Source: an optimization exercise on an open RTL-to-GDS flow (aim: small area, a short achievable clock period and few clock cycles per item). Production flows keep margins and buffers that such runs may drop.
At most, simulation tests tie the RTL to the original design; equivalence was not proved.
The RTL of run 1 was laid out without a check of its function.

==> flow/design.v (outline; a module is shown in full before it is edited, if it fits) <==
// module pe_requant: 1194 lines
// module pe_requant_fa: 10 lines
// module pe_requant_ha: 9 lines
module pe_requant #(
    parameter int ACC_W  = 32,
    parameter int MULT_W = 16,
    parameter int CNT_W  = 16
) (
    input  logic              clk,
    input  logic              rst_n,
    input  logic              in_valid,
    output logic              in_ready,
    input  logic [ACC_W-1:0]  in_acc,
    input  logic [ACC_W-1:0]  in_bias,
    input  logic              in_last,
    output logic              out_valid,
    input  logic              out_ready,
    output logic [7:0]        out_data,
    output logic              out_last,
    input  logic              cfg_we,
    input  logic [MULT_W-1:0] cfg_mult,
    input  logic [4:0]        cfg_shift,
    input  logic [7:0]        cfg_zp,
    output logic              busy,
    output logic [CNT_W-1:0]  out_count
);
  // ...
==> flow/flow/run.sh <==
#!/bin/bash
# Standard layout, with plain buffers (not delay buffers) on the ports and a
# clock tree without dummy loads.
export BUFFER_PORTS_ARGS="-buffer_cell sky130_fd_sc_hd__buf_1"
export CTS_ARGS="-sink_clustering_enable -repair_clock_nets -dont_use_dummy_load -sink_clustering_size 30 -buf_list {sky130_fd_sc_hd__clkbuf_4 sky130_fd_sc_hd__clkbuf_8}"
bash standard.sh > standard.log 2>&1
==> flow/standard.sh <==
#!/bin/bash
# synth_recipe.tcl (not shown) runs the flow's synth.tcl, then flattens the netlist and writes it again
# the make line also repeats each setting of config.mk as NAME=value (left out here)
make -C /OpenROAD-flow-scripts/flow DESIGN_CONFIG=/design/flow/config.mk WORK_HOME=/design/flow/orfs CLKGATE_MAP_FILE= SYNTH_SCRIPT=/design/flow/synth_recipe.tcl "${@:-finish}"
==> flow/config.mk <==
export PLATFORM = sky130hd
export DESIGN_NAME = pe_requant
export DESIGN_NICKNAME = pe_requant
export VERILOG_FILES = /design/flow/design.v
export SDC_FILE = /design/flow/constraint.sdc
export NUM_CORES = 4
export LEC_CHECK = 0
export ABC_CLOCK_PERIOD_IN_PS = 4400
export CAP_MARGIN = 20
export CORE_MARGIN = 2
export CORE_UTILIZATION = 55
export CTS_BUF_LIST = sky130_fd_sc_hd__clkbuf_4 sky130_fd_sc_hd__clkbuf_8
export CTS_CLUSTER_SIZE = 30
export SETUP_SLACK_MARGIN = 5.0
export SLEW_MARGIN = 20
export SYNTH_HIERARCHICAL = 1
export SYNTH_MINIMUM_KEEP_SIZE = 0
==> flow/constraint.sdc <==
create_clock -name core_clock -period 9.0 [get_ports {clk}]
set_input_delay 1.8000 -clock core_clock [delete_from_list [all_inputs] [get_ports {clk}]]
set_output_delay 1.8000 -clock core_clock [all_outputs]
set_load 0.01 [all_outputs]
==> flow_summary_export.csv, run 1 <==
group,metric,value,unit
critical_path,crit_path_end,"r3_ovar$_DFF_P_",
run_status,status,"complete, no violations",
placed_design,port_buffers,126,
min_path,worstHoldPathCells,0,
detailed_routing,wirelength_met1,28600,µm
finish,largest_register_ffs,49,
clocking,htreeDepth,2,
yosys,synth-xor-area-share,13.3,%
global_route,grt_max_degree,61,
floorplan,io_pins,127,
timing,finalSetupTns,0,ns
yosys,synth_cells,2374,
yosys,synthFlopType,"dfxtp_1",
finish,finalNonFillerCells,2911,
finish,n_fill_cell,3630,
finish,layout.non_clock_buffers,169,
yosys,synth_edf_count,9,
yosys,synth.most_common_cell,"xnor2_1",
timing,rsz0062_at_grt,"yes",
detailed_routing,wl_met3,6940,µm
placed_design,post_dp_cell_area,23500,µm²
yosys,synthArstFlopShare,26.3,%
yosys,synth_top_area_share,20.3,%
finish,regMostFlops,"s2_x",
floorplan,num_rows,74,
finish,drive_gt1_share,9.67,%
global_route,use_met1,42.9,%
finish,mostFrequentLayoutCells,"xnor2_1, a22oi_1, fa_1, nand2_1, dfxtp_1",
==> inputs of run 2 (changes only) <==
--- a/flow/design.v
+++ b/flow/design.v
@@ -665,17 +665,17 @@
     logic [W-1:0] p;
     logic [30:0]  hmask;
     logic [9:0]   win;                    
     logic [24:0]  w16;
     logic [16:0]  w8;
     logic [12:0]  w4;
     logic [10:0]  w2;
     logic [40:0]  q;
-    logic         sgn, ov_fix, ov_var;
+    logic         sgn, z_fix, o_fix, z_vlo, o_vlo, z_vhi, o_vhi;
     logic [W-1:0] a3_a, a3_b, a3_s;
     assign a3_a = s2_x;
     assign a3_b = s2_y;
     logic [48:0] a3_g0, a3_p0;
     assign a3_g0 = a3_a & a3_b;
     assign a3_p0 = a3_a ^ a3_b;
     logic a3_G0, a3_P0;
     assign a3_G0 = a3_g0[1] | (a3_p0[1] & a3_g0[0]);
@@ -1073,35 +1073,44 @@
         q      = {p[39:0], 1'b0};         
         w16    = cfg_shift_q[4] ? q[40:16]  : q[24:0];
         w8     = cfg_shift_q[3] ? w16[24:8] : w16[16:0];
         w4     = cfg_shift_q[2] ? w8[16:4]  : w8[12:0];
         w2     = cfg_shift_q[1] ? w4[12:2]  : w4[10:0];
         win    = cfg_shift_q[0] ? w2[10:1]  : w2[9:0];
         hmask  = {31{1'b1}} << cfg_shift_q;       
         sgn    = p[W-1];
-        ov_fix = sgn ? !(&p[47:39]) : |p[47:39];
-        ov_var = sgn ? !(&(p[38:8] | ~hmask)) : |(p[38:8] & hmask);
+        z_fix  = ~|p[48:39];
+        o_fix  = &p[48:39];
+        z_vlo  = ~|(p[23:8] & hmask[15:0]);
+        o_vlo  = &(p[23:8] | ~hmask[15:0]);
+        z_vhi  = ~|(p[38:24] & hmask[30:16]);
+        o_vhi  = &(p[38:24] | ~hmask[30:16]);
     end
-    logic       r3_last, r3_sgn, r3_ofix, r3_ovar;
+    logic       r3_last, r3_sgn, r3_zfix, r3_ofix, r3_zvlo, r3_ovlo, r3_zvhi, r3_ovhi;
     logic [9:0] r3_win;
     always_ff @(posedge clk) begin
         r3_last <= s2_last;
         r3_sgn  <= sgn;
-        r3_ofix <= ov_fix;
-        r3_ovar <= ov_var;
+        r3_zfix <= z_fix;
+        r3_ofix <= o_fix;
+        r3_zvlo <= z_vlo;
+        r3_ovlo <= o_vlo;
+        r3_zvhi <= z_vhi;
+        r3_ovhi <= o_vhi;
         r3_win  <= win;
     end
     logic signed [9:0] v;
     logic [7:0]        res;
     logic [8:0]        r3_dat;            
     always_comb begin
         v = $signed({r3_win[9], r3_win[9:1]}) + $signed({9'd0, r3_win[0]})
           + $signed({2'b00, cfg_zp_q});
-        if (r3_ofix || r3_ovar) res = r3_sgn ? 8'd0 : 8'd255;
+        if (!((r3_zfix && r3_zvlo && r3_zvhi) || (r3_ofix && r3_ovlo && r3_ovhi)))
+                                res = r3_sgn ? 8'd0 : 8'd255;
         else if (v[9])          res = 8'd0;
         else if (v[8])          res = 8'd255;
         else                    res = v[7:0];
     end
     assign r3_dat = {r3_last, res};
     logic [NH-1:0] h_vld, nh_vld;
     logic [8:0]    h_dat [NH];
     assign out_valid = h_vld[0];
==> flow/config.mk (replaced) <==
export PLATFORM = sky130hd
export DESIGN_NAME = pe_requant
export DESIGN_NICKNAME = pe_requant
export VERILOG_FILES = /design/flow/design.v
export SDC_FILE = /design/flow/constraint.sdc
export NUM_CORES = 4
export LEC_CHECK = 0
export ABC_CLOCK_PERIOD_IN_PS = 5200
export CAP_MARGIN = 20
export CORE_MARGIN = 2
export CORE_UTILIZATION = 55
export CTS_BUF_LIST = sky130_fd_sc_hd__clkbuf_4 sky130_fd_sc_hd__clkbuf_8
export CTS_CLUSTER_SIZE = 30
export SETUP_SLACK_MARGIN = 5.0
export SLEW_MARGIN = 20
export SYNTH_HIERARCHICAL = 1
export SYNTH_MINIMUM_KEEP_SIZE = 0
==> flow_summary_export.csv, run 2 <==
group,metric,value,unit
yosys,yosys-top-cells-area,"fa_1, dfxtp_1, xnor2_1",
clocking,cts_hold_buf,0,
detailed_routing,wl,68000,µm
floorplan,fp.dieW,209,µm
floorplan,num_rows,75,
clocking,clock_sinks,251,
placed_design,place_congestion,0.924,
floorplan,core,41700,µm²
finish,drive_gt1_share,6.85,%
run_status,status,"complete, no violations",
yosys,synth.avg_cell_area,9.50,µm²
finish,mostFrequentLayoutCells,"xnor2_1, a22oi_1, fa_1, nand2_1, dfxtp_1",
clocking,tritoncts,"yes",
yosys,synthFlopType,"dfxtp_1",
detailed_routing,via_per_inst,6.41,
critical_path,arrival,2.18,ns
critical_path,path_class,"input port to output port",
critical_path,cp_max_fo,3,
critical_path,crit_required,7.20,ns
job,maxCapViolCount,0,
floorplan,start_util,55.3,%
yosys,synth_cells,2428,
timing,tightest_slew,1.04,ns
min_path,worstHoldPathCells,0,
global_route,grt_max_degree,66,
timing,rsz0062_at_grt,"yes",
min_path,min_path_type,"register to register",
detailed_routing,ant_nets,0,
clocking,cts_max_path_buffers,3,
clocking,clk_pin_slew,0.05,ns
timing,drv_slew,0,
timing,hold_viol,0,
critical_path,cp_cell_sequence,"buf_1 -> nand2b_1 -> clkbuf_2",
timing,setup_viol_count_final,0,
placed_design,hpwl,45200,µm
timing,finalCritPeriodShare,44.3,%
timing,slew_headroom,30.4,%
finish,final_common_cell,"xnor2_1",
yosys,synth_cell_type_count,94,
critical_path,critPathLaunchType,"input port",
global_route,use_met3,8.18,%
clocking,htreeDepth,2,
finish,largest_register_ffs,49,
placed_design,post_dp_cell_area,23600,µm²
floorplan,io_pins,127,
yosys,syn_area,23100,µm²
detailed_routing,firstDrtPassIters,6,
finish,fin_area,24400,µm²
timing,fin_crit,3.98,ns
yosys,syn_nets,2877,
clocking,insertion_delay,0.62,ns
floorplan,die_area,43600,µm²
global_route,antenna_found_initial,0,
yosys,yosysWarnings,10,
yosys,ys_seq_area_share,23.6,%
timing,fin_skew,0.0658,ns
global_route,use_met2,50.9,%
global_route,use_met1,41.5,%
finish,final_util,58.5,%
yosys,ys_ff_latch,251,
yosys,synth_common_cells,"xnor2_1, a22oi_1, fa_1",
critical_path,reg2reg_slack,5.15,ns
clocking,cts_root_buf,"clkbuf_8",
timing,max_freq,251,MHz
finish,regMostFlops,"s2_x",
detailed_routing,wire_per_inst,23.1,µm
critical_path,worstSetupEndpointType,"output port",
global_route,busiest_layer,"met2",
global_route,grt_usage,31.5,%
timing,finalSetupTns,0,ns
floorplan,dieHeight,209,µm
detailed_routing,dr_total_vias,18900,
finish,top_regs,"s2_x (49), s2_y (48), h_dat (36)",
finish,nets,2859,
critical_path,max_stage_delay,0.16,ns
finish,area_delta_synth_final,5.69,%
clocking,cts_made_buffers,47,
global_route,grt_pass1_vias,19600,
yosys,yosys.area.top_type,"fa_1",
yosys,synth_top_area_share,20.1,%
detailed_routing,drc,0,
global_route,grt.overflow.total,0,
critical_path,r2r_cells,6,
critical_path,cp_slowest_cell,"nand2b_1",
detailed_routing,first_iter_violations,1654,
global_route,grt_pass1_wl,108000,µm
yosys,synth.most_common_cell,"xnor2_1",
yosys,synthArstFlopShare,25.9,%
placed_design,port_buffers,126,
yosys,synth_edf_count,9,
==> run 2: changes by cell type in the layout (fill, tap and decap cells not counted), sizes merged, moves of 11 or more <==
cell,change
buf,-19
nor2,+11
a221oi,+13
a21oi,+16
mux2,-17
o221ai,+12
==> run 2: logic make-up after synthesis <==
logic type      synth area share [%]
compound gates                  20.5
simple gates                    10.3
fa+ha+maj                       26.5
xor+xnor                        12.9
buf+inv                         4.73
flops                           23.6
mux                             1.38
==> run 2: per-module statistics from Yosys (local to each module, per instance) <==
module         area, µm²  times used  flops+latches  cells inside
pe_requant         18400           1            251          2190
pe_requant_fa       20.0         220              0             1
pe_requant_ha       12.5          18              0             1
==> run 2: worst max-delay path: cells and delay by family <==
kind	cells	cell delay [ns]
buffers and inverters	2	0.22
and+or+nand+nor	1	0.16
==> run 2: final timing paths <==
| path | to | from |
|---|---|---|
| max | in_ready | out_ready |
| min | r3_last$_DFF_P_ | s2_last$_DFF_P_ |
| max reg2reg | s2_x[28]$_DFF_P_ | bone[5]$_DFFE_PN0P_ |
| min reg2reg | r3_last$_DFF_P_ | s2_last$_DFF_P_ |
| max in group asynchronous | bone[3]$_DFFE_PN0P_ | rst_n |
| min in group asynchronous | out_count[6]$_DFFE_PN0P_ | rst_n |
==> run 2: final cells by class <==
class	count	area, µm²
fillers	3743	17300
repair buffers	150	656
diodes	1	2.50
multi-input cells	1888	16600
well taps	539	674
inverters	72	270
clock buffers	47	647
flip-flops and latches	251	5480
==> run 2: repair_timing <==
item                       in CTS  in global routing
buffers inserted                0                  5
cloned                          0                  0
setup endpoints to repair       7                 23
hold endpoints to repair        0                  0
pin swaps                       0                 10
gates resized for setup         3                 26
==> run 2: layer usage <==
layer | part of all wire (%) | vias to the layer above
met4 | 2.7 | 0
met3 | 9.4 | 159
met1 | 41 | 9355
li1 | - | 8447
met2 | 46 | 922
met5 | 0 | -
==> run 2: per-stage QoR <==
| stage | instances | hold slack (ns) | worst slack, ns |
|---|---|---|---|
| final | 2948 | 0.324 | 5.02 |
| after global routing | 2947 | 0.344 | 4.96 |
| after CTS | 2942 | 0.325 | 4.96 |
| after detailed placement | 2895 | 0.312 | 4.44 |
| after global placement | 2895 | 0.310 | 4.54 |
| after floorplan | 2428 | 0.310 | 5.02 |
Testbench counts of run 2, summed over its fixed seeds: cycles 11,268, items 10,948.
==> inputs of run 3 (changes only) <==
--- a/flow/config.mk
+++ b/flow/config.mk
@@ -5,7 +5,7 @@
 export SDC_FILE = /design/flow/constraint.sdc
 export NUM_CORES = 4
 export LEC_CHECK = 0
-export ABC_CLOCK_PERIOD_IN_PS = 5200
+export ABC_CLOCK_PERIOD_IN_PS = 4400
 export CAP_MARGIN = 20
 export CORE_MARGIN = 2
 export CORE_UTILIZATION = 55
==> flow_summary_export.csv, run 3 <==
group,metric,value,unit
run_status,status,"complete, no violations",
clocking,tritoncts,"yes",
yosys,synth_compound_area_share,20.5,%
critical_path,arrival,2.18,ns
global_route,grt_usage,31.5,%
yosys,synthFlopType,"dfxtp_1",
placed_design,place_congestion,0.924,
global_route,grt_pass1_vias,19600,
timing,max_freq,251,MHz
placed_design,dpl.cell_count,2895,
critical_path,crit_required,7.20,ns
detailed_routing,wl,68000,µm
clocking,cts_hold_buf,0,
floorplan,num_rows,75,
yosys,synth_top_family_by_area,"adder cells",
yosys,synth.avg_cell_area,9.50,µm²
detailed_routing,drc,0,
min_path,worstHoldPathCells,0,
finish,nets,2859,
yosys,yosys-top-cells-area,"fa_1, dfxtp_1, xnor2_1",
clocking,clock_sinks,251,
critical_path,reg2reg_slack,5.15,ns
detailed_routing,firstDrtPassIters,6,
placed_design,port_buffers,126,
global_route,grt.overflow.total,0,
timing,fin_ws,5.02,ns
yosys,synth_common_cells,"xnor2_1, a22oi_1, fa_1",
yosys,syn_area,23100,µm²
timing,fin_crit,3.98,ns
timing,rsz0062_at_grt,"yes",
floorplan,fp.dieW,209,µm
finish,regMostFlops,"s2_x",
critical_path,crit_buf_inv,2,
timing,setup_viol_count_final,0,
detailed_routing,via_per_inst,6.41,
clocking,insertion_delay,0.62,ns
placed_design,dp_slack,4.44,ns
floorplan,io_pins,127,
critical_path,cp_max_fo,3,
yosys,yosysWarnings,10,
clocking,htreeDepth,2,
timing,slew_headroom,30.4,%
global_route,antenna_found_initial,0,
yosys,synth_cells,2428,
finish,finalNonFillerCells,2948,
yosys,yosys.area.top_type,"fa_1",
yosys,ys_ff_latch,251,
finish,top_regs,"s2_x (49), s2_y (48), h_dat (36)",
critical_path,path_class,"input port to output port",
yosys,syn_nets,2877,
timing,hold_viol,0,
clocking,cts_made_buffers,47,
critical_path,worstSetupEndpointType,"output port",
detailed_routing,dr_total_vias,18900,
clocking,cts_root_buf,"clkbuf_8",
min_path,hp-start,"s2_last$_DFF_P_",
timing,drv_slew,0,
timing,holdWs,0.324,ns
critical_path,r2r_cells,6,
finish,fin_area,24400,µm²
timing,finalCritPeriodShare,44.3,%
min_path,hold_end,"r3_last$_DFF_P_",
floorplan,core,41700,µm²
job,maxCapViolCount,0,
critical_path,cp_slowest_cell,"nand2b_1",
placed_design,post_dp_cell_area,23600,µm²
yosys,synth-xor-area-share,12.9,%
detailed_routing,wire_per_inst,23.1,µm
finish,largest_register_ffs,49,
yosys,synth.most_common_cell,"xnor2_1",
critical_path,r2r-end,"s2_x[28]$_DFF_P_",
critical_path,cp_cell_sequence,"buf_1 -> nand2b_1 -> clkbuf_2",
critical_path,max_stage_delay,0.16,ns
timing,finalSetupTns,0,ns
global_route,grt_pass1_wl,108000,µm
floorplan,die_area,43600,µm²
global_route,grt_max_degree,66,
floorplan,start_util,55.3,%
yosys,synth_cell_type_count,94,
finish,mostFrequentLayoutCells,"xnor2_1, a22oi_1, fa_1, nand2_1, dfxtp_1",
critical_path,cp_top_family,"buffers and inverters",
yosys,synthAdderAreaFrac,26.5,%
floorplan,dieHeight,209,µm
yosys,synth_edf_count,9,
yosys,synthArstFlopShare,25.9,%
placed_design,hpwl,45200,µm
min_path,min_path_type,"register to register",
critical_path,critPathLaunchType,"input port",
timing,tightest_slew,1.04,ns
yosys,synthSimpleGateAreaFrac,10.3,%
yosys,ys_seq_area_share,23.6,%
detailed_routing,ant_nets,0,
finish,final_common_cell,"xnor2_1",
clocking,cts_max_path_buffers,3,
clocking,clk_pin_slew,0.05,ns
detailed_routing,first_iter_violations,1654,
finish,drive_gt1_share,6.85,%
timing,fin_skew,0.0658,ns
critical_path,reg2reg_from,"bone[5]$_DFFE_PN0P_",
finish,area_delta_synth_final,5.69,%
yosys,synth_top_area_share,20.1,%
yosys,synth.mux.area_fraction,1.38,%
run 3: cell counts after synthesis:
Identical to the previous run, type by type.
run 3: Yosys stat by module, one instance, submodules excluded:
module,flip-flops and latches,times used,cells inside,cell area (µm²)
pe_requant,251,1,2190,18400
pe_requant_fa,0,220,1,20.0
pe_requant_ha,0,18,1,12.5
run 3: cell type report:
type                            instances  area, µm²
Multi-Input combinational cell       1888      16600
Tap cell                              539        674
Antenna cell                            1       2.50
Clock buffer                           47        647
Timing Repair Buffer                  150        656
Sequential cell                       251       5480
Inverter                               72        270
Fill cell                            3743      17300
run 3: cell families after synthesis:
kind of cell / after synthesis
buffers and inverters: 289
adder cells (fa/ha/maj): 350
AND/OR/NAND/NOR: 501
XOR/XNOR: 340
multiplexers: 26
flip-flops: 251
AO/OA/AOI/OAI: 671
run 3: worst max path at each step:
stage / cells after the start / slack [ns] / from / to
after floorplan: 11 / 5.02 / in_acc[8] / s1_sum[31]$_DFF_P_
after global placement: 14 / 4.54 / in_acc[0] / s1_sum[31]$_DFF_P_
after detailed placement: 12 / 4.44 / in_acc[8] / s1_sum[31]$_DFF_P_
after CTS: 16 / 4.96 / s2_x[0]$_DFF_P_ / r3_win[6]$_DFF_P_
after global routing: 15 / 4.96 / s2_x[13]$_DFF_P_ / r3_win[6]$_DFF_P_
final: 3 / 5.02 / out_ready / in_ready
run 3: per-stage QoR:
stage          utilization, %
2_1_floorplan               -
3_3_place_gp             56.5
3_5_place_dp             56.5
4_1_cts                  58.1
5_1_grt                  58.5
6_report                 58.5
run 3: what timing repair did:
action                                  4_1_cts  5_1_grt
resized for setup                             3       26
cloned                                        0        0
pin swaps                                     0       10
endpoints found under the setup margin        7       23
buffers inserted                              0        5
run 3: per-layer routing:
| metal | share of wire (%) | GRT usage (%) | wire length, µm |
|---|---|---|---|
| met1 | 41 | 41.5 | 28200 |
| met5 | 0 | 0 | 0 |
| met3 | 9.4 | 8.18 | 6420 |
| met2 | 46 | 50.9 | 31600 |
| met4 | 2.7 | 9.93 | 1830 |
==> inputs of run 4 (changes only) <==
==> flow/flow/run.sh (replaced) <==
#!/bin/bash
# Standard layout, with plain buffers (not delay buffers) on the ports and a
# clock tree without dummy loads.
export BUFFER_PORTS_ARGS="-buffer_cell sky130_fd_sc_hd__buf_1"
export CTS_ARGS="-sink_clustering_enable -repair_clock_nets -dont_use_dummy_load -sink_clustering_size 20 -sink_clustering_max_diameter 80 -buf_list {sky130_fd_sc_hd__clkbuf_8}"
bash standard.sh > standard.log 2>&1
==> flow_summary_export.csv, run 4 <==
group,metric,value,unit
run_status,status,"complete, no violations",
yosys,ys_seq_area_share,23.6,%
floorplan,start_util,55.3,%
placed_design,port_buffers,126,
yosys,ys_ff_latch,251,
timing,finalCritPeriodShare,44.3,%
timing,fin_crit,3.98,ns
placed_design,hpwl,45200,µm
floorplan,die_area,43600,µm²
critical_path,crit_required,7.20,ns
clocking,cts_root_buf,"clkbuf_8",
floorplan,num_rows,75,
critical_path,r2r-end,"s2_x[28]$_DFF_P_",
global_route,grt_max_degree,66,
detailed_routing,wl,67400,µm
critical_path,path_class,"input port to output port",
placed_design,place_congestion,0.924,
finish,n_fill_cell,3753,
timing,max_freq,251,MHz
timing,slew_headroom,30.7,%
global_route,grt_pass1_wl,107000,µm
clocking,cts_hold_buf,0,
finish,drive_gt1_share,6.25,%
finish,nets,2836,
critical_path,reg2reg_from,"bone[3]$_DFFE_PN0P_",
timing,drv_slew,0,
finish,regMostFlops,"s2_x",
finish,largest_register_ffs,49,
critical_path,worstSetupEndpointType,"output port",
clocking,cts_made_buffers,22,
critical_path,reg2reg_slack,5.11,ns
finish,top_regs,"s2_x (49), s2_y (48), h_dat (36)",
yosys,synth.most_common_cell,"xnor2_1",
global_route,antenna_found_initial,0,
detailed_routing,ant_nets,0,
floorplan,dieHeight,209,µm
finish,final_common_cell,"xnor2_1",
job,maxCapViolCount,0,
detailed_routing,firstDrtPassIters,6,
clocking,insertion_delay,0.62,ns
yosys,yosys.area.top_type,"fa_1",
timing,finalSetupTns,0,ns
min_path,worstHoldPathCells,0,
detailed_routing,first_iter_violations,1646,
floorplan,core,41700,µm²
clocking,tritoncts,"yes",
yosys,yosysWarnings,10,
timing,fin_skew,0.0901,ns
finish,mostFrequentLayoutCells,"xnor2_1, a22oi_1, fa_1, nand2_1, dfxtp_1",
clocking,htreeDepth,1,
clocking,clock_sinks,251,
yosys,synthFlopType,"dfxtp_1",
yosys,synth_cells,2428,
finish,area_delta_synth_final,4.43,%
min_path,min_path_type,"register to register",
clocking,cts_max_path_buffers,3,
yosys,synth.avg_cell_area,9.50,µm²
timing,tightest_slew,1.04,ns
yosys,synthArstFlopShare,25.9,%
detailed_routing,dr_total_vias,18700,
yosys,syn_nets,2877,
timing,rsz0062_at_grt,"no",
yosys,synth_top_area_share,20.1,%
floorplan,io_pins,127,
critical_path,critPathLaunchType,"input port",
yosys,synth_cell_type_count,94,
global_route,grt.overflow.total,0,
detailed_routing,via_per_inst,6.41,
yosys,syn_area,23100,µm²
global_route,grt_usage,31.0,%
critical_path,arrival,2.18,ns
floorplan,fp.dieW,209,µm
timing,hold_viol,0,
critical_path,cp_max_fo,3,
finish,final_util,57.8,%
critical_path,r2r_cells,6,
yosys,synth_common_cells,"xnor2_1, a22oi_1, fa_1",
yosys,yosys-top-cells-area,"fa_1, dfxtp_1, xnor2_1",
global_route,grt_pass1_vias,19400,
min_path,hold_end,"r3_last$_DFF_P_",
timing,setup_viol_count_final,0,
detailed_routing,wire_per_inst,23.0,µm
yosys,synth_edf_count,9,
detailed_routing,drc,0,
min_path,hp-start,"s2_last$_DFF_P_",
clocking,clk_pin_slew,0.12,ns
run 4: routing by layer:
layer  vias to the layer above  wire (µm)  GRT usage, %
met2                       908      31400          50.7
met5                         -          0             0
met3                       136       5860          6.40
met1                      9285      28400          41.7
li1                       8412          -             -
met4                         0       1760          9.56
run 4: worst max-delay path by stage:
stage	end	start
global route	r3_win[6]$_DFF_P_	s2_x[0]$_DFF_P_
global placement	s1_sum[31]$_DFF_P_	in_acc[0]
finish	in_ready	out_ready
detailed placement	s1_sum[31]$_DFF_P_	in_acc[8]
floorplan	s1_sum[31]$_DFF_P_	in_acc[8]
CTS	in_ready	out_ready
run 4: critical path: stages:
cell and delay [ns]:
buf_1 0.09, nand2b_1 0.16, clkbuf_2 0.13
run 4: stage by stage:
| step | hold slack (ns) | worst slack, ns | cell area, µm² | instances |
|---|---|---|---|---|
| after CTS | 0.341 | 5.00 | 23900 | 2917 |
| after detailed placement | 0.312 | 4.44 | 23600 | 2895 |
| after global routing | 0.357 | 4.98 | 24100 | 2924 |
| after floorplan | 0.310 | 5.02 | 23100 | 2428 |
| after global placement | 0.310 | 4.54 | 23600 | 2895 |
| final | 0.340 | 5.02 | 24100 | 2925 |
run 4: cells by family after synthesis:
family	after synthesis	share of synthesized area (%)
flops	251	23.6
buf+inv	289	4.73
compound gates	671	20.5
fa+ha+maj	350	26.5
xor+xnor	340	12.9
mux	26	1.38
simple gates	501	10.3
run 4: Yosys stat by module, one instance, submodules excluded:
| module | flip-flops and latches | copies in the design | cell area [µm²] | cells inside |
|---|---|---|---|---|
| pe_requant_ha | 0 | 18 | 12.5 | 1 |
| pe_requant | 251 | 1 | 18400 | 2190 |
| pe_requant_fa | 0 | 220 | 20.0 | 1 |
run 4: timing repair:
| item | 4_1_cts | 5_1_grt |
|---|---|---|
| pin swaps | 1 | 13 |
| resized for setup | 6 | 31 |
| setup endpoints to repair | 7 | 26 |
| setup buffers | 0 | 7 |
| hold endpoints to repair | 0 | 0 |
run 4: layout make-up:
| cell class | count | area (µm²) | share of cell area [%] |
|---|---|---|---|
| multi-input cells | 1888 | 16700 | 69.3 |
| flip-flops and latches | 251 | 5470 | 22.7 |
| well taps | 539 | 674 | 2.80 |
| repair buffers | 152 | 671 | 2.79 |
| clock buffers | 22 | 303 | 1.26 |
| inverters | 72 | 270 | 1.12 |
| diodes | 1 | 2.50 | 0.0104 |
==> inputs of run 5 (changes only) <==
==> flow/flow/run.sh (replaced) <==
#!/bin/bash
# Standard layout, with plain buffers (not delay buffers) on the ports and a
# clock tree without dummy loads.
export BUFFER_PORTS_ARGS="-buffer_cell sky130_fd_sc_hd__buf_1"
export CTS_ARGS="-sink_clustering_enable -repair_clock_nets -dont_use_dummy_load -sink_clustering_size 24 -sink_clustering_max_diameter 90 -buf_list {sky130_fd_sc_hd__clkbuf_8 sky130_fd_sc_hd__clkbuf_16}"
bash standard.sh > standard.log 2>&1
==> flow_summary_export.csv, run 5 <==
group,metric,value,unit
placed_design,port_buffers,126,
critical_path,reg2reg_from,"bone[5]$_DFFE_PN0P_",
yosys,synth_edf_count,9,
detailed_routing,wire_per_inst,23.1,µm
floorplan,core,41700,µm²
job,maxCapViolCount,0,
finish,regMostFlops,"s2_x",
finish,nets,2831,
yosys,synth_cell_type_count,94,
detailed_routing,first_iter_violations,1650,
timing,hold_viol,0,
critical_path,cp_cell_sequence,"buf_1 -> nand2b_1 -> clkbuf_2",
finish,area_delta_synth_final,4.91,%
global_route,antenna_found_initial,0,
yosys,ys_seq_area_share,23.6,%
floorplan,num_rows,75,
global_route,grt_pass1_vias,19400,
global_route,use_met3,6.85,%
yosys,ys_ff_latch,251,
critical_path,critPathLaunchType,"input port",
global_route,use_met1,41.4,%
global_route,grt_usage,31.0,%
timing,rsz0062_at_grt,"yes",
finish,final_common_cell,"xnor2_1",
critical_path,cp_max_fo,3,
yosys,yosys-top-cells-area,"fa_1, dfxtp_1, xnor2_1",
yosys,synthArstFlopShare,25.9,%
run_status,status,"complete, no violations",
yosys,synth_cells,2428,
floorplan,start_util,55.3,%
global_route,use_met2,50.8,%
clocking,cts_made_buffers,18,
finish,top_regs,"s2_x (49), s2_y (48), h_dat (36)",
finish,mostFrequentLayoutCells,"xnor2_1, a22oi_1, fa_1, nand2_1, dfxtp_1",
global_route,grt.overflow.total,0,
floorplan,dieHeight,209,µm
yosys,synth.avg_cell_area,9.50,µm²
detailed_routing,firstDrtPassIters,6,
yosys,syn_area,23100,µm²
global_route,grt_pass1_wl,107000,µm
detailed_routing,drc,0,
clocking,cts_root_buf,"clkbuf_16",
critical_path,arrival,2.18,ns
min_path,worstHoldPathCells,0,
timing,finalCritPeriodShare,44.3,%
min_path,hp-start,"s2_last$_DFF_P_",
global_route,grt_max_degree,66,
timing,fin_skew,0.0695,ns
floorplan,die_area,43600,µm²
yosys,synth.most_common_cell,"xnor2_1",
critical_path,worstSetupEndpointType,"output port",
detailed_routing,via_per_inst,6.41,
clocking,tritoncts,"yes",
detailed_routing,dr_total_vias,18700,
yosys,synthFlopType,"dfxtp_1",
detailed_routing,ant_nets,0,
timing,finalSetupTns,0,ns
timing,drv_slew,0,
clocking,clk_pin_slew,0.09,ns
timing,fin_crit,3.98,ns
clocking,insertion_delay,0.54,ns
global_route,busiest_layer,"met2",
finish,drive_gt1_share,5.88,%
critical_path,cp_slowest_cell,"nand2b_1",
critical_path,max_stage_delay,0.16,ns
yosys,synth_top_area_share,20.1,%
yosys,yosysWarnings,10,
min_path,hold_end,"r3_last$_DFF_P_",
timing,setup_viol_count_final,0,
finish,fin_area,24200,µm²
min_path,min_path_type,"register to register",
critical_path,crit_required,7.20,ns
placed_design,post_dp_cell_area,23600,µm²
critical_path,path_class,"input port to output port",
floorplan,io_pins,127,
floorplan,fp.dieW,209,µm
yosys,syn_nets,2877,
clocking,cts_hold_buf,0,
yosys,synth_common_cells,"xnor2_1, a22oi_1, fa_1",
critical_path,r2r-end,"s2_x[28]$_DFF_P_",
placed_design,place_congestion,0.924,
clocking,clock_sinks,251,
clocking,htreeDepth,1,
placed_design,hpwl,45200,µm
critical_path,r2r_cells,6,
timing,holdWs,0.334,ns
timing,tightest_slew,1.05,ns
timing,max_freq,251,MHz
detailed_routing,wl,67400,µm
critical_path,reg2reg_slack,5.09,ns
clocking,cts_max_path_buffers,3,
timing,slew_headroom,29.9,%
yosys,yosys.area.top_type,"fa_1",
finish,largest_register_ffs,49,
-- run 5: routing by layer --
| metal | share of wire, % | vias to the layer above |
|---|---|---|
| met2 | 47 | 902 |
| met3 | 8.7 | 142 |
| met1 | 42 | 9280 |
| met5 | 0 | - |
| met4 | 2.6 | 0 |
| li1 | - | 8401 |
-- run 5: timing repair --
item / CTS / global route
pin swaps: 0 / 12
setup buffers: 0 / 6
setup endpoints to repair: 8 / 25
gates resized for setup: 4 / 27
-- run 5: per-stage QoR --
step | setup slack [ns] | instances | util [%]
floorplan | 5.02 | 2428 | -
global placement | 4.54 | 2895 | 56.5
detailed placement | 4.44 | 2895 | 56.5
CTS | 4.96 | 2913 | 57.6
global route | 4.96 | 2919 | 58.0
finish | 5.02 | 2920 | 58.1
-- run 5: critical path, delay by kind of cell --
kind	cells	cell delay, ns
buf+inv	2	0.22
simple gates	1	0.16
-- run 5: layout make-up --
cell class                 count  area, µm²
timing repair buffer         151        663
tap                          539        674
antenna                        1       2.50
clock buffer                  18        450
sequential                   251       5470
multi-input combinational   1888      16700
fill                        3735      17500
inverter                      72        270
-- run 5: how the worst max path moves through the flow --
stage / startpoint / to / depth (start not counted)
3_3_place_gp: in_acc[0] / s1_sum[31]$_DFF_P_ / 14
4_1_cts: s2_x[17]$_DFF_P_ / r3_win[6]$_DFF_P_ / 15
5_1_grt: s2_x[22]$_DFF_P_ / r3_win[6]$_DFF_P_ / 15
6_report: out_ready / in_ready / 3
3_5_place_dp: in_acc[8] / s1_sum[31]$_DFF_P_ / 12
2_1_floorplan: in_acc[8] / s1_sum[31]$_DFF_P_ / 11
-- run 5: cell families after synthesis --
family / count (synthesis) / share of synthesized area (%)
fa+ha+maj: 350 / 26.5
flops: 251 / 23.6
compound gates: 671 / 20.5
xor+xnor: 340 / 12.9
simple gates: 501 / 10.3
buf+inv: 289 / 4.73
mux: 26 / 1.38
-- run 5: per-module statistics from Yosys, one instance, submodules excluded --
module         cells inside  flops+latches
pe_requant             2190            251
pe_requant_fa             1              0
pe_requant_ha             1              0
==> inputs of run 6 (changes only) <==
==> flow/flow/run.sh (replaced) <==
#!/bin/bash
# Standard layout, with plain buffers (not delay buffers) on the ports and a
# clock tree without dummy loads.
export BUFFER_PORTS_ARGS="-buffer_cell sky130_fd_sc_hd__buf_1"
export CTS_ARGS="-sink_clustering_enable -repair_clock_nets -dont_use_dummy_load -sink_clustering_size 20 -sink_clustering_max_diameter 80 -buf_list {sky130_fd_sc_hd__clkbuf_8 sky130_fd_sc_hd__clkbuf_16}"
bash standard.sh > standard.log 2>&1
==> flow_summary_export.csv, run 6 <==
group,metric,value,unit
run_status,status,"complete, no violations",
min_path,hold_end,"r3_last$_DFF_P_",
yosys,ys_seq_area_share,23.6,%
yosys,synth.avg_cell_area,9.50,µm²
detailed_routing,wire_per_inst,23.0,µm
critical_path,crit_required,7.20,ns
timing,drv_slew,0,
floorplan,core,41700,µm²
finish,top_regs,"s2_x (49), s2_y (48), h_dat (36)",
critical_path,critPathLaunchType,"input port",
placed_design,place_congestion,0.924,
yosys,syn_area,23100,µm²
floorplan,die_area,43600,µm²
clocking,clk_pin_slew,0.08,ns
finish,largest_register_ffs,49,
finish,nets,2834,
finish,area_delta_synth_final,5.37,%
yosys,yosys-top-cells-area,"fa_1, dfxtp_1, xnor2_1",
detailed_routing,wl,67300,µm
clocking,cts_max_path_buffers,3,
yosys,synth_top_area_share,20.1,%
detailed_routing,first_iter_violations,1699,
detailed_routing,ant_nets,0,
timing,finalSetupTns,0,ns
global_route,grt.overflow.total,0,
detailed_routing,drc,0,
timing,tightest_slew,1.05,ns
placed_design,dpl.cell_count,2895,
finish,final_common_cell,"xnor2_1",
finish,finalNonFillerCells,2924,
yosys,synthFlopType,"dfxtp_1",
yosys,ys_ff_latch,251,
yosys,synthArstFlopShare,25.9,%
floorplan,io_pins,127,
global_route,grt_usage,31.0,%
finish,n_fill_cell,3729,
critical_path,r2r-end,"s2_x[28]$_DFF_P_",
placed_design,port_buffers,126,
critical_path,r2r_cells,6,
finish,mostFrequentLayoutCells,"xnor2_1, a22oi_1, fa_1, nand2_1, dfxtp_1",
timing,fin_crit,3.98,ns
yosys,syn_nets,2877,
yosys,synth_cells,2428,
yosys,synth_cell_type_count,94,
timing,hold_viol,0,
timing,rsz0062_at_grt,"yes",
critical_path,reg2reg_from,"bone[3]$_DFFE_PN0P_",
min_path,min_path_type,"register to register",
yosys,yosys.area.top_type,"fa_1",
global_route,grt_max_degree,66,
clocking,htreeDepth,1,
finish,drive_gt1_share,6.04,%
detailed_routing,dr_total_vias,18700,
clocking,tritoncts,"yes",
critical_path,reg2reg_slack,5.08,ns
clocking,cts_made_buffers,22,
timing,slew_headroom,30.2,%
critical_path,worstSetupEndpointType,"output port",
detailed_routing,firstDrtPassIters,5,
clocking,clock_sinks,251,
timing,finalCritPeriodShare,44.3,%
floorplan,num_rows,75,
floorplan,fp.dieW,209,µm
placed_design,hpwl,45200,µm
global_route,grt_pass1_wl,107000,µm
min_path,worstHoldPathCells,0,
floorplan,start_util,55.3,%
yosys,yosysWarnings,10,
timing,fin_skew,0.0678,ns
yosys,synth_edf_count,9,
critical_path,path_class,"input port to output port",
clocking,cts_root_buf,"clkbuf_16",
timing,max_freq,251,MHz
clocking,insertion_delay,0.55,ns
timing,setup_viol_count_final,0,
clocking,cts_hold_buf,0,
yosys,synth.most_common_cell,"xnor2_1",
min_path,hp-start,"s2_last$_DFF_P_",
global_route,antenna_found_initial,1,
finish,regMostFlops,"s2_x",
floorplan,dieHeight,209,µm
job,maxCapViolCount,0,
global_route,grt_pass1_vias,19400,
critical_path,cp_max_fo,3,
detailed_routing,via_per_inst,6.41,
timing,holdWs,0.332,ns
yosys,synth_common_cells,"xnor2_1, a22oi_1, fa_1",
finish,final_util,58.3,%
critical_path,arrival,2.18,ns
## run 6: stage by stage
stage / setup WS (ns) / cell area (µm²)
floorplan: 5.02 / 23100
global placement: 4.54 / 23600
detailed placement: 4.44 / 23600
CTS: 5.00 / 24100
global route: 4.93 / 24300
finish: 5.02 / 24300
## run 6: worst max-delay path by stage
stage	from	end
finish	out_ready	in_ready
global route	s2_x[20]$_DFF_P_	r3_win[6]$_DFF_P_
CTS	out_ready	in_ready
detailed placement	in_acc[8]	s1_sum[31]$_DFF_P_
global placement	in_acc[0]	s1_sum[31]$_DFF_P_
floorplan	in_acc[8]	s1_sum[31]$_DFF_P_
## run 6: logic make-up (layout without fill, tap and decap cells)
logic type	Yosys count	count (layout)	synth area share, %
buffers and inverters	289	244	4.73
other	0	2	0
XOR/XNOR	340	340	12.9
AO/OA/AOI/OAI	671	671	20.5
multiplexers	26	26	1.38
AND/OR/NAND/NOR	501	501	10.3
flip-flops	251	251	23.6
adder cells (fa/ha/maj)	350	350	26.5
## run 6: final cells by class
cell class / instances / area, µm² / area share, %
diodes: 2 / 5.00 / 0.0206
clock buffers: 22 / 551 / 2.27
inverters: 72 / 270 / 1.11
multi-input cells: 1888 / 16700 / 68.6
flip-flops and latches: 251 / 5470 / 22.5
well taps: 539 / 674 / 2.78
repair buffers: 150 / 656 / 2.70
## run 6: Yosys stat by module, one instance, submodules excluded
module / copies in the design / cells / flip-flops and latches / cell area (µm²)
pe_requant: 1 / 2190 / 251 / 18400
pe_requant_fa: 220 / 1 / 0 / 20.0
pe_requant_ha: 18 / 1 / 0 / 12.5
## run 6: timing repair
item / 4_1_cts / 5_1_grt
setup endpoints to repair: 8 / 23
resized for setup: 7 / 26
pin swaps: 1 / 10
gates cloned: 0 / 0
buffers inserted: 0 / 5
## run 6: critical path, cell delays in order
cell      delay (ns)
buf_1           0.09
nand2b_1        0.16
clkbuf_2        0.13
## run 6: routing by layer
metal  wire length (µm)  track usage (%)
met1              28000             41.5
met2              31400             50.7
met3               6080             6.79
met4               1750             9.41
met5                  0                0
==> inputs of run 7 (changes only) <==
==> flow/flow/run.sh (replaced) <==
#!/bin/bash
# Standard layout, with plain buffers (not delay buffers) on the ports and a
# clock tree without dummy loads.
export BUFFER_PORTS_ARGS="-buffer_cell sky130_fd_sc_hd__buf_1"
export CTS_ARGS="-sink_clustering_enable -repair_clock_nets -dont_use_dummy_load -sink_clustering_size 16 -sink_clustering_max_diameter 70 -buf_list {sky130_fd_sc_hd__clkbuf_8}"
bash standard.sh > standard.log 2>&1
==> flow_summary_export.csv, run 7 <==
group,metric,value,unit
timing,slew_headroom,30.6,%
finish,largest_register_ffs,49,
detailed_routing,ant_nets,0,
placed_design,post_dp_cell_area,23600,µm²
min_path,min_path_type,"register to register",
finish,final_util,57.8,%
critical_path,path_class,"input port to output port",
floorplan,num_rows,75,
placed_design,dpl.cell_count,2895,
critical_path,crit_required,7.20,ns
critical_path,critPathLaunchType,"input port",
global_route,grt_usage,31.1,%
detailed_routing,first_iter_violations,1676,
detailed_routing,wl,67500,µm
clocking,cts_max_path_buffers,3,
yosys,synthArstFlopShare,25.9,%
critical_path,arrival,2.19,ns
yosys,synth_common_cells,"xnor2_1, a22oi_1, fa_1",
global_route,use_met3,7.06,%
floorplan,fp.dieW,209,µm
global_route,grt_pass1_vias,19400,
yosys,ys_seq_area_share,23.6,%
yosys,synth.avg_cell_area,9.50,µm²
yosys,syn_area,23100,µm²
yosys,synth_cell_type_count,94,
finish,regMostFlops,"s2_x",
yosys,synthFlopType,"dfxtp_1",
detailed_routing,dr_total_vias,18700,
clocking,tritoncts,"yes",
finish,nets,2838,
floorplan,die_area,43600,µm²
timing,holdWs,0.337,ns
floorplan,start_util,55.3,%
clocking,clk_pin_slew,0.10,ns
yosys,synth.most_common_cell,"xnor2_1",
global_route,grt.overflow.total,0,
detailed_routing,via_per_inst,6.39,
timing,fin_skew,0.0789,ns
global_route,busiest_layer,"met2",
finish,fin_area,24100,µm²
placed_design,place_congestion,0.924,
timing,drv_slew,0,
placed_design,port_buffers,126,
finish,final_common_cell,"xnor2_1",
finish,mostFrequentLayoutCells,"xnor2_1, a22oi_1, fa_1, nand2_1, dfxtp_1",
job,maxCapViolCount,0,
global_route,grt_pass1_wl,108000,µm
yosys,synth_edf_count,9,
timing,setup_viol_count_final,0,
global_route,grt_max_degree,66,
critical_path,worstSetupEndpointType,"output port",
timing,finalSetupTns,0,ns
timing,rsz0062_at_grt,"yes",
yosys,syn_nets,2877,
finish,drive_gt1_share,6.16,%
global_route,antenna_found_initial,1,
clocking,cts_made_buffers,24,
timing,fin_crit,3.99,ns
yosys,yosysWarnings,10,
yosys,synth_cells,2428,
critical_path,cp_max_fo,3,
floorplan,core,41700,µm²
global_route,use_met1,41.3,%
clocking,insertion_delay,0.62,ns
yosys,yosys-top-cells-area,"fa_1, dfxtp_1, xnor2_1",
timing,max_freq,250,MHz
finish,top_regs,"s2_x (49), s2_y (48), h_dat (36)",
yosys,ys_ff_latch,251,
timing,finalCritPeriodShare,44.4,%
clocking,cts_hold_buf,0,
timing,tightest_slew,1.04,ns
clocking,cts_root_buf,"clkbuf_8",
critical_path,r2r_cells,6,
timing,hold_viol,0,
placed_design,hpwl,45200,µm
run_status,status,"complete, no violations",
detailed_routing,wire_per_inst,23.1,µm
detailed_routing,drc,0,
yosys,synth_top_area_share,20.1,%
global_route,use_met2,50.8,%
finish,finalNonFillerCells,2927,
min_path,worstHoldPathCells,0,
clocking,clock_sinks,251,
critical_path,reg2reg_slack,5.10,ns
floorplan,io_pins,127,
detailed_routing,firstDrtPassIters,5,
finish,n_fill_cell,3761,
yosys,yosys.area.top_type,"fa_1",
clocking,htreeDepth,1,
floorplan,dieHeight,209,µm
finish,area_delta_synth_final,4.43,%
run 7: cell counts after synthesis:
No cell type changed its count.
run 7: path summary, 6_finish.rpt:
path	end	from
setup reg to reg	s2_x[28]$_DFF_P_	bone[2]$_DFFE_PN0P_
hold / removal	r3_last$_DFF_P_	s2_last$_DFF_P_
hold reg to reg	r3_last$_DFF_P_	s2_last$_DFF_P_
max in group asynchronous	bneg[1]$_DFFE_PN0P_	rst_n
setup / recovery	in_ready	out_ready
min in group asynchronous	out_count[6]$_DFFE_PN0P_	rst_n
run 7: cell families after synthesis:
| logic type | share of synthesized area, % |
|---|---|
| mux | 1.38 |
| simple gates | 10.3 |
| buf+inv | 4.73 |
| fa+ha+maj | 26.5 |
| compound gates | 20.5 |
| xor+xnor | 12.9 |
| flops | 23.6 |
run 7: modules after synthesis, one instance, submodules excluded:
module | flops+latches | cells
pe_requant | 251 | 2190
pe_requant_fa | 0 | 1
pe_requant_ha | 0 | 1
run 7: per-layer routing:
metal,routed length (µm),vias up
li1,-,8401
met1,28400,9292
met2,31300,865
met3,5940,155
met4,1890,2
met5,13,-
run 7: what timing repair did:
item | CTS | global route
buffers inserted | 0 | 7
resized for setup | 5 | 26
pin swaps | 0 | 12
endpoints found under the setup margin | 8 | 25
run 7: layout make-up:
cell class	instances	area [µm²]	area share (%)
multi-input cells	1888	16700	69.2
flip-flops and latches	251	5470	22.7
well taps	539	674	2.80
repair buffers	152	671	2.79
clock buffers	24	330	1.37
inverters	72	270	1.12
diodes	1	2.50	0.0104
run 7: metrics by stage:
stage               setup WS, ns
floorplan                   5.02
global placement            4.54
detailed placement          4.44
CTS                         4.99
global route                4.99
finish                      5.01
run 7: critical path: stages:
cell and delay [ns]:
buf_1 0.11, nand2b_1 0.14, clkbuf_2 0.14

what the ideal ports hide:
In the flow no input, the clock included, has a driving cell. The finished layouts below were timed again as built, in two steps. Step 1 (the two cells are an assumption about what drives the block):
set clk [get_ports {clk}]
set_driving_cell -lib_cell sky130_fd_sc_hd__clkbuf_16 $clk
set_driving_cell -lib_cell sky130_fd_sc_hd__buf_2 [delete_from_list [all_inputs] $clk]
Step 2 also shifts input and output timing later by t, the mid clock arrival at the registers, as if the neighbouring blocks saw the same clock. Three values: no drivers, after step 1, after step 2; two values: the first two.
run	t, ns	setup slack, ns	slew at the worst register clock pin (ns)
run 1	0.640	4.945 / 4.945 / 4.479	0.06 / 0.06
run 2	0.641	5.016 / 4.996 / 4.567	0.07 / 0.07
run 3	0.641	5.016 / 4.996 / 4.567	0.07 / 0.07
run 4	0.631	5.015 / 4.996 / 4.590	0.12 / 0.12
run 5	0.562	5.017 / 4.997 / 4.650	0.09 / 0.09
run 6	0.578	5.015 / 4.996 / 4.602	0.08 / 0.08
run 7	0.639	5.006 / 4.984 / 4.592	0.10 / 0.10
After both steps every run listed still meets setup and hold. The setup slack of run 1, which loses most, moves by 0.000 ns with the drivers and by -0.466 ns with both steps.
